Background: an optimization exercise with open tools, aiming at small area, a short achievable clock period and few clock cycles. Do not read the settings as production practice.
Function was checked by simulation only, so behaviour that the tests miss may differ from the original.
Power figures rest on the tool's default switching activity, not on a simulated workload.

===== flow/run.sh =====
#!/bin/bash
# synth_recipe.tcl (not shown) runs the flow's synth.tcl, then flattens the netlist and writes it again
# the make line also repeats each setting of config.mk as NAME=value (left out here)
make -C /OpenROAD-flow-scripts/flow DESIGN_CONFIG=/design/flow/config.mk WORK_HOME=/design/flow/orfs CLKGATE_MAP_FILE= SYNTH_SCRIPT=/design/flow/synth_recipe.tcl finish

===== flow/config.mk =====
export PLATFORM = sky130hd
export DESIGN_NAME = ring_buffer_deque_core
export DESIGN_NICKNAME = ring_buffer_deque_core
export VERILOG_FILES = /design/flow/design.v
export SDC_FILE = /design/flow/constraint.sdc
export NUM_CORES = 4
export LEC_CHECK = 0
export CAP_MARGIN = 20
export CORE_MARGIN = 2
export CORE_UTILIZATION = 40
export SLEW_MARGIN = 20

===== flow/constraint.sdc =====
create_clock -name core_clock -period 8.0 [get_ports {i_clk}]
set_input_delay 1.6000 -clock core_clock [delete_from_list [all_inputs] [get_ports {i_clk}]]
set_output_delay 1.6000 -clock core_clock [all_outputs]
set_load 0.01 [all_outputs]

===== flow/design.v =====
package rbd_pkg;
    localparam int DEPTH_DEF      = 64;
    localparam int DATA_WIDTH_DEF = 32;
    localparam logic [2:0] ACT_PUSH_FRONT = 3'd0;
    localparam logic [2:0] ACT_PUSH_BACK  = 3'd1;
    localparam logic [2:0] ACT_POP_FRONT  = 3'd2;
    localparam logic [2:0] ACT_POP_BACK   = 3'd3;
    localparam logic [2:0] ACT_CONTAINS   = 3'd4;
    localparam logic [2:0] ACT_SORT       = 3'd5;
    localparam logic [1:0] ST_OK    = 2'd0;
    localparam logic [1:0] ST_FULL  = 2'd1;
    localparam logic [1:0] ST_EMPTY = 2'd2;
endpackage
module ring_buffer_deque_core #(
    parameter int DEPTH      = rbd_pkg::DEPTH_DEF,
    parameter int DATA_WIDTH = rbd_pkg::DATA_WIDTH_DEF
) (
    input  logic                        i_clk,
    input  logic                        i_rst_n,
    input  logic                        i_cfg_we,
    input  logic                        i_cfg_data,
    input  logic                        i_valid,
    output logic                        o_stall,
    input  logic [2:0]                  i_action,
    input  logic [31:0]                 i_elem_value,
    output logic                        o_valid,
    input  logic                        i_stall,
    output logic [1:0]                  o_status,
    output logic [31:0]                 o_data_out,
    output logic                        o_found,
    output logic [$clog2(DEPTH+1)-1:0]  o_count
);
    localparam int AW = $clog2(DEPTH);
    localparam int CW = $clog2(DEPTH + 1);
    localparam logic [CW-1:0] FULL_CNT = CW'(DEPTH);
    localparam logic [3:0] S_IDLE  = 4'd0;
    localparam logic [3:0] S_POP   = 4'd1;
    localparam logic [3:0] S_CRD   = 4'd2;   
    localparam logic [3:0] S_CCMP  = 4'd3;   
    localparam logic [3:0] S_IRD   = 4'd4;   
    localparam logic [3:0] S_ILAT  = 4'd5;   
    localparam logic [3:0] S_JRD   = 4'd6;   
    localparam logic [3:0] S_JCMP  = 4'd7;   
    localparam logic [3:0] S_SWAP  = 4'd8;   
    localparam logic [3:0] S_SWAP2 = 4'd9;   
    localparam logic [3:0] S_OUT   = 4'd10;
    logic [DATA_WIDTH-1:0] mem [DEPTH];
    logic [DATA_WIDTH-1:0] r_rdata;
    logic [3:0]            r_state, n_state;
    logic [AW-1:0]         r_head, n_head, r_tail, n_tail;
    logic [CW-1:0]         r_cnt, n_cnt;
    logic                  r_sgn;
    logic [DATA_WIDTH-1:0] r_key, n_key;       
    logic [DATA_WIDTH-1:0] r_min, n_min;
    logic [CW-1:0]         r_i, n_i, r_j, n_j, r_m, n_m;
    logic                  r_ovalid, n_ovalid;
    logic [1:0]            r_status, n_status;
    logic [DATA_WIDTH-1:0] r_data, n_data;
    logic                  r_found, n_found;
    logic                  we;
    logic [AW-1:0]         waddr, raddr;
    logic [DATA_WIDTH-1:0] wdata;
    logic                  accept;
    logic                  lt;
    logic [DATA_WIDTH-1:0] sign_bit;
    assign sign_bit = DATA_WIDTH'(r_sgn) << (DATA_WIDTH - 1);
    assign lt       = (r_rdata ^ sign_bit) < (r_min ^ sign_bit);
    assign accept   = i_valid && !o_stall;
    assign o_stall  = (r_state != S_IDLE) || r_ovalid;
    function automatic logic [AW-1:0] slot(input logic [AW-1:0] h, input logic [CW-1:0] n);
        logic [CW:0] s;
        s = (CW+1)'(h) + (CW+1)'(n);
        if (s >= (CW+1)'(DEPTH)) s = s - (CW+1)'(DEPTH);
        slot = AW'(s);
    endfunction
    always_comb begin
        n_state  = r_state;
        n_head   = r_head;
        n_tail   = r_tail;
        n_cnt    = r_cnt;
        n_key    = r_key;
        n_min    = r_min;
        n_i      = r_i;
        n_j      = r_j;
        n_m      = r_m;
        n_ovalid = r_ovalid && i_stall;
        n_status = r_status;
        n_data   = r_data;
        n_found  = r_found;
        we       = 1'b0;
        waddr    = r_head;
        wdata    = DATA_WIDTH'(i_elem_value);
        raddr    = r_head;
        case (r_state)
            S_IDLE: begin
                if (accept) begin
                    n_status = rbd_pkg::ST_OK;
                    n_data   = '0;
                    n_found  = 1'b0;
                    n_key    = DATA_WIDTH'(i_elem_value);
                    n_state  = S_OUT;
                    case (i_action)
                        rbd_pkg::ACT_PUSH_FRONT, rbd_pkg::ACT_PUSH_BACK: begin
                            if (r_cnt == FULL_CNT) begin
                                n_status = rbd_pkg::ST_FULL;
                            end else begin
                                we    = 1'b1;
                                n_cnt = r_cnt + 1'b1;
                                if (i_action == rbd_pkg::ACT_PUSH_FRONT) begin
                                    n_head = slot(r_head, FULL_CNT - 1'b1);
                                    waddr  = n_head;
                                end else begin
                                    waddr  = r_tail;
                                    n_tail = slot(r_tail, CW'(1));
                                end
                            end
                        end
                        rbd_pkg::ACT_POP_FRONT, rbd_pkg::ACT_POP_BACK: begin
                            if (r_cnt == '0) begin
                                n_status = rbd_pkg::ST_EMPTY;
                            end else begin
                                n_cnt   = r_cnt - 1'b1;
                                n_state = S_POP;
                                if (i_action == rbd_pkg::ACT_POP_FRONT) begin
                                    raddr  = r_head;
                                    n_head = slot(r_head, CW'(1));
                                end else begin
                                    n_tail = slot(r_tail, FULL_CNT - 1'b1);
                                    raddr  = n_tail;
                                end
                            end
                        end
                        rbd_pkg::ACT_CONTAINS: begin
                            n_i = '0;
                            if (r_cnt != '0) n_state = S_CRD;
                        end
                        rbd_pkg::ACT_SORT: begin
                            n_i = '0;
                            if (r_cnt > CW'(1)) n_state = S_IRD;
                        end
                        default: ;
                    endcase
                end
            end
            S_POP: begin
                n_data  = r_rdata;
                n_state = S_OUT;
            end
            S_CRD: begin
                raddr   = slot(r_head, r_i);
                n_state = S_CCMP;
            end
            S_CCMP: begin
                if (r_rdata == r_key) begin
                    n_found = 1'b1;
                    n_state = S_OUT;
                end else if (r_i + 1'b1 == r_cnt) begin
                    n_state = S_OUT;
                end else begin
                    n_i     = r_i + 1'b1;
                    n_state = S_CRD;
                end
            end
            S_IRD: begin
                raddr   = slot(r_head, r_i);
                n_state = S_ILAT;
            end
            S_ILAT: begin
                n_key   = r_rdata;
                n_min   = r_rdata;
                n_m     = r_i;
                n_j     = r_i + 1'b1;
                n_state = S_JRD;
            end
            S_JRD: begin
                raddr   = slot(r_head, r_j);
                n_state = S_JCMP;
            end
            S_JCMP: begin
                if (lt) begin
                    n_min = r_rdata;
                    n_m   = r_j;
                end
                if (r_j + 1'b1 == r_cnt) begin
                    n_state = S_SWAP;
                end else begin
                    n_j     = r_j + 1'b1;
                    n_state = S_JRD;
                end
            end
            S_SWAP: begin
                we      = 1'b1;
                waddr   = slot(r_head, r_i);
                wdata   = r_min;
                n_state = S_SWAP2;
            end
            S_SWAP2: begin
                we    = 1'b1;
                waddr = slot(r_head, r_m);
                wdata = (r_m == r_i) ? r_min : r_key;
                if (r_i + CW'(2) >= r_cnt) begin
                    n_state = S_OUT;
                end else begin
                    n_i     = r_i + 1'b1;
                    n_state = S_IRD;
                end
            end
            S_OUT: begin
                n_ovalid = 1'b1;
                n_state  = S_IDLE;
            end
            default: n_state = S_IDLE;
        endcase
    end
    always_ff @(posedge i_clk) begin
        if (we) mem[waddr] <= wdata;
        r_rdata <= mem[raddr];
    end
    always_ff @(posedge i_clk) begin
        if (!i_rst_n) begin
            r_state  <= S_IDLE;
            r_head   <= '0;
            r_tail   <= '0;
            r_cnt    <= '0;
            r_sgn    <= 1'b0;
            r_ovalid <= 1'b0;
        end else begin
            r_state  <= n_state;
            r_head   <= n_head;
            r_tail   <= n_tail;
            r_cnt    <= n_cnt;
            r_ovalid <= n_ovalid;
            if (i_cfg_we) r_sgn <= i_cfg_data;
        end
    end
    always_ff @(posedge i_clk) begin
        r_key    <= n_key;
        r_min    <= n_min;
        r_i      <= n_i;
        r_j      <= n_j;
        r_m      <= n_m;
        r_status <= n_status;
        r_data   <= n_data;
        r_found  <= n_found;
    end
    assign o_valid    = r_ovalid;
    assign o_status   = r_status;
    assign o_data_out = 32'(r_data);
    assign o_found    = r_found;
    assign o_count    = r_cnt;
endmodule

==> run summary <==
## per-layer routing
metal,vias to the layer above,part of all wire [%],track usage (%)
li1,23600,-,-
met1,27100,42,31.2
met2,2345,47,34.9
met3,387,8.6,4.27
met4,4,2.5,6.29
met5,-,0.0083,0
## synth_stat cells (all sizes together), types with 15 or more instances
master	n
a21o	17
a21oi	51
and3	39
buf	135
clkbuf	223
dfxtp	57
edfxtp	2168
ha	62
inv	55
mux2	42
mux2i	557
nand2	1102
nand2b	15
nand3	526
nand4	179
nor2	117
nor2b	24
nor3	22
o21ai	184
o22ai	321
or3	40
xnor2	71
xor2	28
## metrics by stage
step | instances | instance area (µm²) | total power [µW]
floorplan | 6143 | 89000 | 20000
global placement | 9037 | 94900 | 23800
detailed placement | 9045 | 95000 | 23800
CTS | 9450 | 102000 | 34000
global route | 9460 | 102000 | 35100
finish | 9462 | 102000 | 33900
## worst paths after layout
kind	startpoint	to	slack (ps)	cells past startpoint
setup / recovery	i_action[1]	r_rdata[8]$_DFF_P_	1780	13
hold / removal	r_rdata[30]$_DFF_P_	r_min[30]$_DFFE_PP_	550	0
setup reg to reg	r_head[1]$_SDFFE_PN0P_	r_rdata[8]$_DFF_P_	2110	13
hold reg to reg	r_rdata[30]$_DFF_P_	r_min[30]$_DFFE_PP_	550	0
## report_power, final
part,internal [µW],total [µW],switching [µW],leakage [µW]
sequential,14000,14500,476,0.0200
clock,5730,10200,4460,0.00344
combinational,2820,9210,6380,0.0132
## sequential cells by signal, indices dropped and copies added, names as in the netlist
signal,flops
r_rdata,32
r_j,7
r_min,32
r_key,32
mem,2048
r_cnt,7
r_ovalid,1
r_data,32
r_sgn,1
r_m,7
r_tail,6
r_status,2
r_i,7
r_state,4
r_head,6
r_found,1
## kinds of logic after synthesis
family          after synthesis
mux                         599
buf+inv                     414
compound gates              624
xor+xnor                     99
fa+ha+maj                    65
simple gates               2117
flops                      2225
## cell type report
type	instances	area, µm²
Antenna cell	11	27.5
Inverter	56	210
Sequential cell	2225	66200
Multi-Input combinational cell	3504	22100
Fill cell	19200	119000
Clock inverter	113	1180
Tap cell	2975	3720
Clock buffer	292	5900
Timing Repair Buffer	286	2840
==> flow_metrics.env <==
export IMPL_synthXorXnorAreaFrac_pct=0.974
export IMPL_synthArstFlopShare_pct=0
export IMPL_clkSinkCount=2225
export IMPL_layout_commonest_cell="edfxtp_1"
export IMPL_die_h_um=476
export IMPL_hold_viol_final=0
export IMPL_crit_type="primary input to register"
export IMPL_fin_nets=6400
export IMPL_grt_max_degree=178
export IMPL_fin_skew_ps=61.4
export IMPL_place_ws_ps=1190
export IMPL_synth_top_area_share_pct=73.2
export IMPL_fin_crit_sh_pct=77.7
export IMPL_critPathMaxStageDelay_ps=730
export IMPL_htree_num_levels=4
export IMPL_rsz0062_at_grt="no"
export IMPL_gp_congestion=0.874
export IMPL_grt_overflow_total=0
export IMPL_via_per_inst=5.65
export IMPL_synth_fa_ha_area_share_pct=0.939
export IMPL_finalSetupViolations=0
export IMPL_cts_setup_buffers=0
export IMPL_synth_ff_type="edfxtp_1"
export IMPL_p_leak_uw=0.0367
export IMPL_min_period_ps=6220
export IMPL_die_w_um=476
export IMPL_coreArea_mm2=0.222
export IMPL_slew_headroom_pct=23.2
export IMPL_outcome="no timing/DRC/antenna violations"
export IMPL_ys_seq_area_share_pct=74.4
export IMPL_cp_data_arrival_time_ps=6930
export IMPL_synth_edff_count=2168
export IMPL_cp_common_cell="buf_12"
export IMPL_crit_family="simple AND/OR/NAND/NOR gates"
export IMPL_synth_top_family_by_area="simple AND/OR/NAND/NOR gates"
export IMPL_power_density_mw_per_mm2=331
export IMPL_syn_nets=6249
export IMPL_fin_tns_setup_ps=0
export IMPL_min_path_type="register to register"
export IMPL_clk_pin_slew_ps=60
export IMPL_synth_compound_area_share_pct=4.21
export IMPL_ys_seq_elements=2225
export IMPL_worstMarginPinSlew_ps=1140
export IMPL_crit_buf_inv=4
export IMPL_die_area_mm2=0.226
export IMPL_area_growth_pct=14.8
export IMPL_ctsResizeCount=0
export IMPL_drv_cap=0
export IMPL_clock_path_buffers=3
export IMPL_post_route_util_pct=46.1
export IMPL_cts_root_buf="clkbuf_16"
export IMPL_vdd_drop_max_mv=0.284
export IMPL_synthSimpleGateAreaFrac_pct=10.7
export IMPL_num_rows=173
export IMPL_cp_max_fo=34
export IMPL_synth_cell_types=63
export IMPL_grt_pass1_wl_um=364000
export IMPL_ios=85
export IMPL_whs_ps=553
export IMPL_cts_made_buffers=221
export IMPL_synth_area_mm2=0.0890
export IMPL_startpoint_type="primary input"
export IMPL_antenna_found_initial=16
export IMPL_drt_drc_violations_left=0
export IMPL_drtPass1Iterations=7
export IMPL_drive_gt1_share_pct=10.5
export IMPL_required_ps=8710
export IMPL_synth_mux_area_share_pct=6.80
export IMPL_portBuffers=84
export IMPL_grt_pass1_vias=50800
export IMPL_yosysTopAreaCell="edfxtp_1"
export IMPL_fmaxAchievable_mhz=161
export IMPL_initial_core_util_pct=40.1
export IMPL_ctsHoldBuffers=0
export IMPL_layout_common_cells="edfxtp_1 (2168), nand2_1 (1097), mux2i_1 (557)"
export IMPL_end_kind="register"
export IMPL_yosys_warnings=1
export IMPL_path_cells="clkdlybuf4s50_1, nor2b_1, buf_4, o2111ai_2, mux2_2, nand3_1, nand2_4, buf_12, buf_12, o22ai_1, o21ai_0, nand4_1, or3_1"
export IMPL_vias=53500
export IMPL_grt_usage_pct=22.1
export IMPL_worst_path_max_delay_cell="nand2_4"
export IMPL_wl_um=253000
export IMPL_synthCells=6143
export IMPL_drv_slew=0
export IMPL_first_iter_violations=6394
export IMPL_finalWorstSetupSlack_ps=1780
export IMPL_hpwl_um=148000
export IMPL_syn_area_per_cell_um2=14.5
export IMPL_ant_nets=0
export IMPL_ys_top_cells_by_area="edfxtp_1 (73%), mux2i_1 (6.3%), nand2_1 (4.6%)"
export IMPL_cts_tree="yes"
export IMPL_wl_per_cell_um=26.8
export IMPL_clock_latency_ps=890
Testbench counts, summed over its fixed seeds: cycles 368,846.

## afterwards: timing with drivers on the ports
The flow's constraints put no driver on any port. The routed layout listed below was extracted and timed again, unchanged, in two steps.
Step 1 sets driving cells, clkbuf_16 on the clock port and buf_2 on the other inputs (assumed; they add their load-dependent delay and slew).
Step 2 times the ports against the registers' clock, not the clock port: input delays grow and output delays shrink by t, the midpoint of the rising clock arrivals with the driver on.
a / b / c = no drivers / after step 1 / after step 2; a / b = the first two.
t, ns: 0.964
setup slack, ns: 1.783 / 1.858 / 0.894
worst hold slack (ns): 0.553 / 0.553 / 0.553
slew at the worst register clock pin (ns): 0.07 / 0.07
After both steps this run still meets setup and hold. For this run, drivers alone change the setup slack by +0.075 ns; drivers and shift together by -0.889 ns.
